From an optimization exercise on the open Yosys and OpenROAD flow, aimed at small area; shortcuts taken in it are not production practice.
In this exercise RTL edits were held to simulation tests only and were not proved equivalent to the original.
No activity file was given, so power comes from the tool's default toggle rates.

Setup of v20:
==> flow/design.v <==
module regfile_mp_sb #(
  parameter int XLEN = 32,
  parameter int NREG = 32,
  parameter int AW   = 5,
  parameter int NRP  = 2
) (
  input  logic                clk,
  input  logic                reset,
  input  logic [NRP*AW-1:0]   rd_addr,
  output logic [NRP*XLEN-1:0] rd_data,
  output logic [NRP-1:0]      rd_busy,
  input  logic                wb0_en,
  input  logic [AW-1:0]       wb0_addr,
  input  logic [XLEN-1:0]     wb0_data,
  input  logic                wb1_en,
  input  logic [AW-1:0]       wb1_addr,
  input  logic [XLEN-1:0]     wb1_data,
  input  logic                iss_en,
  input  logic [AW-1:0]       iss_addr,
  output logic [AW:0]         busy_cnt
);
  logic [XLEN-1:0] regs [1:NREG-1];  
  logic [NREG-1:1] busy_q;
  logic            phase_q;
  logic            nrst;
  assign nrst = !reset;
  logic [3:0] w0a, w1a, ia;
  logic [7:0] w0b, w1b, ib;
  always_comb begin
    for (int k = 0; k < 4; k++) begin
      w0a[k] = (wb0_addr[1:0] == k[1:0]);
      w1a[k] = (wb1_addr[1:0] == k[1:0]);
      ia[k]  = (iss_addr[1:0] == k[1:0]);
    end
    for (int j = 0; j < 8; j++) begin
      w0b[j] = wb0_en && (wb0_addr[4:2] == j[2:0]);
      w1b[j] = wb1_en && (wb1_addr[4:2] == j[2:0]);
      ib[j]  = iss_en && (iss_addr[4:2] == j[2:0]);
    end
  end
  logic [NREG-1:1] nw0, nw1, s0, s1, hold, wi;
  for (genvar r = 1; r < NREG; r++) begin : g_wc
    rf_nand2 u_nw0  (.a(w0a[r%4]), .b(w0b[r/4]), .y(nw0[r]));
    rf_nand2 u_nw1  (.a(w1a[r%4]), .b(w1b[r/4]), .y(nw1[r]));
    rf_and3  u_s1   (.a(w1a[r%4]), .b(w1b[r/4]), .c(nrst), .y(s1[r]));
    rf_a31o  u_s0   (.a1(w0a[r%4]), .a2(w0b[r/4]), .a3(nw1[r]), .b1(reset), .y(s0[r]));
    rf_and3  u_hold (.a(nw0[r]), .b(nw1[r]), .c(nrst), .y(hold[r]));
    assign wi[r] = ia[r%4] & ib[r/4];
  end
  always_ff @(posedge clk) begin
    if (reset)
      phase_q <= 1'b0;
    else
      phase_q <= !phase_q;
  end
  logic [XLEN-1:0] d0x, d1x;
  for (genvar b = 0; b < XLEN; b++) begin : g_dx
    logic n0, n1;
    rf_xnor2 u_x0 (.a(wb0_data[b]), .b(phase_q), .y(n0));
    rf_xnor2 u_x1 (.a(wb1_data[b]), .b(phase_q), .y(n1));
    rf_nand2 u_i0 (.a(n0), .b(nrst), .y(d0x[b]));
    rf_inv   u_i1 (.a(n1), .y(d1x[b]));
  end
  logic [XLEN-1:0] regs_d [1:NREG-1];
  for (genvar r = 1; r < NREG; r++) begin : g_wr
    for (genvar b = 0; b < XLEN; b++) begin : g_b
      rf_aoi222 u_wr (.a0(s0[r]), .b0(d0x[b]), .a1(s1[r]), .b1(d1x[b]),
                      .a2(hold[r]), .b2(regs[r][b]), .y(regs_d[r][b]));
    end
  end
  always_ff @(posedge clk) begin
    for (int r = 1; r < NREG; r++)
      regs[r] <= regs_d[r];
  end
  always_ff @(posedge clk) begin
    if (reset) begin
      busy_q <= '0;
    end else begin
      for (int r = 1; r < NREG; r++) begin
        if (wi[r])
          busy_q[r] <= 1'b1;
        else if (!nw0[r] || !nw1[r])
          busy_q[r] <= 1'b0;
      end
    end
  end
  logic b_iss, b_w0, b_w1;
  logic inc, dec0, dec1;
  always_comb begin
    b_iss = 1'b0; b_w0 = 1'b0; b_w1 = 1'b0;
    for (int r = 1; r < NREG; r++) begin
      b_iss |= wi[r] & busy_q[r];
      b_w0  |= !nw0[r] & busy_q[r];
      b_w1  |= !nw1[r] & busy_q[r];
    end
  end
  wire iss_hit = |ib & (iss_addr != '0);
  wire wb0_hit = |w0b & (wb0_addr != '0);
  assign inc  = iss_hit & !b_iss;
  assign dec0 = b_w0 & !(iss_hit && iss_addr == wb0_addr);
  assign dec1 = b_w1 & !(iss_hit && iss_addr == wb1_addr) & !(wb0_hit && wb0_addr == wb1_addr);
  always_ff @(posedge clk) begin
    if (reset)
      busy_cnt <= '0;
    else
      busy_cnt <= busy_cnt + {{AW{1'b0}}, inc} - {{AW{1'b0}}, dec0} - {{AW{1'b0}}, dec1};
  end
  for (genvar p = 0; p < NRP; p++) begin : g_rd
    logic [AW-1:0]   addr;
    logic [3:0]      ra;
    logic [7:0]      rb;
    logic [NREG-1:1] sel;
    logic            flip;
    assign addr = rd_addr[p*AW +: AW];
    always_comb begin
      for (int k = 0; k < 4; k++) ra[k] = (addr[1:0] == k[1:0]);
      for (int j = 0; j < 8; j++) rb[j] = (addr[4:2] == j[2:0]);
    end
    for (genvar r = 1; r < NREG; r++) begin : g_sel
      rf_and2 u_sel (.a(ra[r%4]), .b(rb[r/4]), .y(sel[r]));
    end
    assign flip = phase_q & (addr != '0);
    for (genvar b = 0; b < XLEN; b++) begin : g_b
      logic [NREG-1:1] col;
      for (genvar r = 1; r < NREG; r++) begin : g_c
        assign col[r] = regs[r][b];
      end
      rf_rmux u_rmux (.sel(sel), .din(col), .flip(flip), .dout(rd_data[p*XLEN + b]));
    end
    rf_rmux u_busy (.sel(sel), .din(busy_q), .flip(1'b0), .dout(rd_busy[p]));
  end
endmodule
module rf_rmux (
  input  logic [31:1] sel,
  input  logic [31:1] din,
  input  logic        flip,
  output logic        dout
);
  logic [10:0] y;
  logic [2:0]  z;
  logic        o;
  for (genvar k = 0; k < 10; k++) begin : g_aoi
    rf_aoi222 u_aoi (.a0(sel[3*k+1]), .b0(din[3*k+1]), .a1(sel[3*k+2]), .b1(din[3*k+2]),
                     .a2(sel[3*k+3]), .b2(din[3*k+3]), .y(y[k]));
  end
  rf_nand2 u_n2 (.a(sel[31]), .b(din[31]), .y(y[10]));
  rf_nand4 u_z0 (.a(y[0]), .b(y[1]), .c(y[2]), .d(y[3]), .y(z[0]));
  rf_nand4 u_z1 (.a(y[4]), .b(y[5]), .c(y[6]), .d(y[7]), .y(z[1]));
  rf_nand3 u_z2 (.a(y[8]), .b(y[9]), .c(y[10]), .y(z[2]));
  rf_or3   u_o  (.a(z[0]), .b(z[1]), .c(z[2]), .y(o));
  rf_xor2  u_x  (.a(o), .b(flip), .y(dout));
endmodule
module rf_aoi222 (
  input  logic a0, b0, a1, b1, a2, b2,
  output logic y
);
  assign y = !((a0 & b0) | (a1 & b1) | (a2 & b2));
endmodule
module rf_a31o (input logic a1, a2, a3, b1, output logic y);
  assign y = (a1 & a2 & a3) | b1;
endmodule
module rf_inv (input logic a, output logic y);
  assign y = !a;
endmodule
module rf_and2 (input logic a, b, output logic y);
  assign y = a & b;
endmodule
module rf_and3 (input logic a, b, c, output logic y);
  assign y = a & b & c;
endmodule
module rf_nand2 (input logic a, b, output logic y);
  assign y = !(a & b);
endmodule
module rf_nand3 (input logic a, b, c, output logic y);
  assign y = !(a & b & c);
endmodule
module rf_nand4 (input logic a, b, c, d, output logic y);
  assign y = !(a & b & c & d);
endmodule
module rf_or3 (input logic a, b, c, output logic y);
  assign y = a | b | c;
endmodule
module rf_xor2 (input logic a, b, output logic y);
  assign y = a ^ b;
endmodule
module rf_xnor2 (input logic a, b, output logic y);
  assign y = !(a ^ b);
endmodule
Settings: LEC_CHECK=0, CAP_MARGIN=5, CORE_MARGIN=2, CORE_UTILIZATION=40, GPL_TIMING_DRIVEN=0, SLEW_MARGIN=5, SYNTH_HIERARCHICAL=1; clock period 7.5 ns.
standard.sh (not shown) runs the stock make flow with config.mk's settings and CLKGATE_MAP_FILE= SYNTH_SCRIPT=/design/flow/synth_recipe.tcl, a recipe that flattens the netlist after the stock synthesis.
==> flow/flow/run.sh <==
#!/bin/bash
# Standard ORFS layout with three changes in how it is made:
#  - after global placement, the drivers of high-fanout nets are sized up to fit their
#    load (upsize.tcl) instead of letting repair_design buffer them;
#  - the port buffers use the smallest buffer cell;
#  - CTS inserts no dummy loads.
set -euo pipefail
F=$PWD/flow
export PRE_GLOBAL_PLACE_TCL=$F/pre_gpl.tcl
export POST_GLOBAL_PLACE_TCL=$F/upsize.tcl
export BUFFER_PORTS_ARGS="-buffer_cell sky130_fd_sc_hd__buf_1"
export CTS_ARGS="-sink_clustering_enable -repair_clock_nets -dont_use_dummy_load"
bash standard.sh > standard.log 2>&1
==> flow/flow/pre_gpl.tcl <==
remove_buffers
Other scripts of this flow, unchanged in this note and not shown: flow/flow/cellcaps.tcl, flow/flow/upsize.tcl
Modified inputs, v25 compared to v20
--- a/flow/flow/run.sh
+++ b/flow/flow/run.sh
@@ -5,3 +5,3 @@
 #  - the port buffers use the smallest buffer cell;
-#  - CTS inserts no dummy loads.
+#  - CTS uses clkbuf_8 with 20-sink, 45 um clusters and no dummy loads.
 set -euo pipefail
@@ -11,3 +11,3 @@
 export BUFFER_PORTS_ARGS="-buffer_cell sky130_fd_sc_hd__buf_1"
-export CTS_ARGS="-sink_clustering_enable -repair_clock_nets -dont_use_dummy_load"
+export CTS_ARGS="-sink_clustering_enable -repair_clock_nets -buf_list sky130_fd_sc_hd__clkbuf_8 -dont_use_dummy_load -sink_clustering_size 20 -sink_clustering_max_diameter 45"
 bash standard.sh > standard.log 2>&1
==> flow/flow/pre_gpl.tcl <==
# Remove the buffers synthesis inserted, before port buffering and global placement
# (as timing-driven placement would); upsize.tcl sizes the high-fanout drivers instead.
remove_buffers
Notes after the runs:
On standard-cell row count, v25 and v20 are basically level.
Number of detailed-routing iterations run before antenna repair: v25 vs v20 up about 26%
v25 against v20: worst hold margin saw little to no change; slew at the pin with the worst max-slew slack up 0.011 ns.
Worst setup slack was higher in v25 than in v20.
For v1, these inputs were changed with respect to v25:
==> flow/flow/pre_gpl.tcl <==
remove_buffers
--- outcome ---
Diff v1..v25 | final clock period utilization by the worst path | unchanged. Relative contribution of the clock network to total power: v1 vs v25, no meaningful difference. Comparing v25 against v1, there is no change at all in register cell area after layout. Wire length the detailed router placed on met1 came out exactly the same in v1 and v25. v1 -> v25: part of the Yosys area used for sequential elements flat. Per the comparison of v1 with v25, placed cell area flat; post-place setup slack flat. The register-to-register slack of v25 and that of v1 are within noise of each other.
Inputs modified between v1 and v57:
--- a/flow/flow/run.sh
+++ b/flow/flow/run.sh
@@ -5,3 +5,3 @@
 #  - the port buffers use the smallest buffer cell;
-#  - CTS uses clkbuf_8 with 20-sink, 45 um clusters and no dummy loads.
+#  - CTS inserts no dummy loads.
 set -euo pipefail
@@ -11,3 +11,3 @@
 export BUFFER_PORTS_ARGS="-buffer_cell sky130_fd_sc_hd__buf_1"
-export CTS_ARGS="-sink_clustering_enable -repair_clock_nets -buf_list sky130_fd_sc_hd__clkbuf_8 -dont_use_dummy_load -sink_clustering_size 20 -sink_clustering_max_diameter 45"
+export CTS_ARGS="-sink_clustering_enable -repair_clock_nets -dont_use_dummy_load"
 bash standard.sh > standard.log 2>&1
==> flow/flow/pre_gpl.tcl <==
# Remove the buffers synthesis inserted, before port buffering and global placement
# (as timing-driven placement would); upsize.tcl sizes the high-fanout drivers instead.
remove_buffers
## What came out
NOTE clock-buffer cell count v1->v57 decreased by more than 10%. Per the comparison of v57 with v1, worst hold slack stayed essentially flat, global router's overall resource usage stayed essentially flat, count of filler cells inserted in the layout fell by about 1.4%. Share of cell area taken by flip-flops and latches down 0.80 points in v57 wrt v1. Diff v1 -> v57: detail-routed net length per standard cell climbed 0.19 microns, utilization after layout grew by 0.87 points, time the final worst path needs with I/O delays and setup increased 0.020 ns, final non-filler cell area climbed 940 sq um. | worst setup slack | v57 vs v1 | 0.020 ns lower |.

-- static timing again, ports no longer ideal --
No port has a modelled driver above. Below, the same layouts with a new extraction and two added sets of constraints.
Step 1 assumes that a clkbuf_16 drives the clock port and a buf_2 every other input.
Step 2 times the ports against the registers' clock, not the clock port: input delays grow and output delays shrink by t, the midpoint of the rising clock arrivals with the driver on.
Slacks: ideal / step 1 / step 2; pairs: ideal / step 1.
| run | t (ns) | setup WS [ns] | worst setup path at the end |
|---|---|---|---|
| v20 | 0.772 | 0.947 / 0.917 / 0.917 | input to output |
| v25 | 0.916 | 0.967 / 0.938 / 0.938 | input to output |
| v1 | 0.916 | 0.967 / 0.938 / 0.938 | input to output |
| v57 | 0.772 | 0.947 / 0.917 / 0.917 | input to output |
After both steps setup and hold are still met in every run listed.
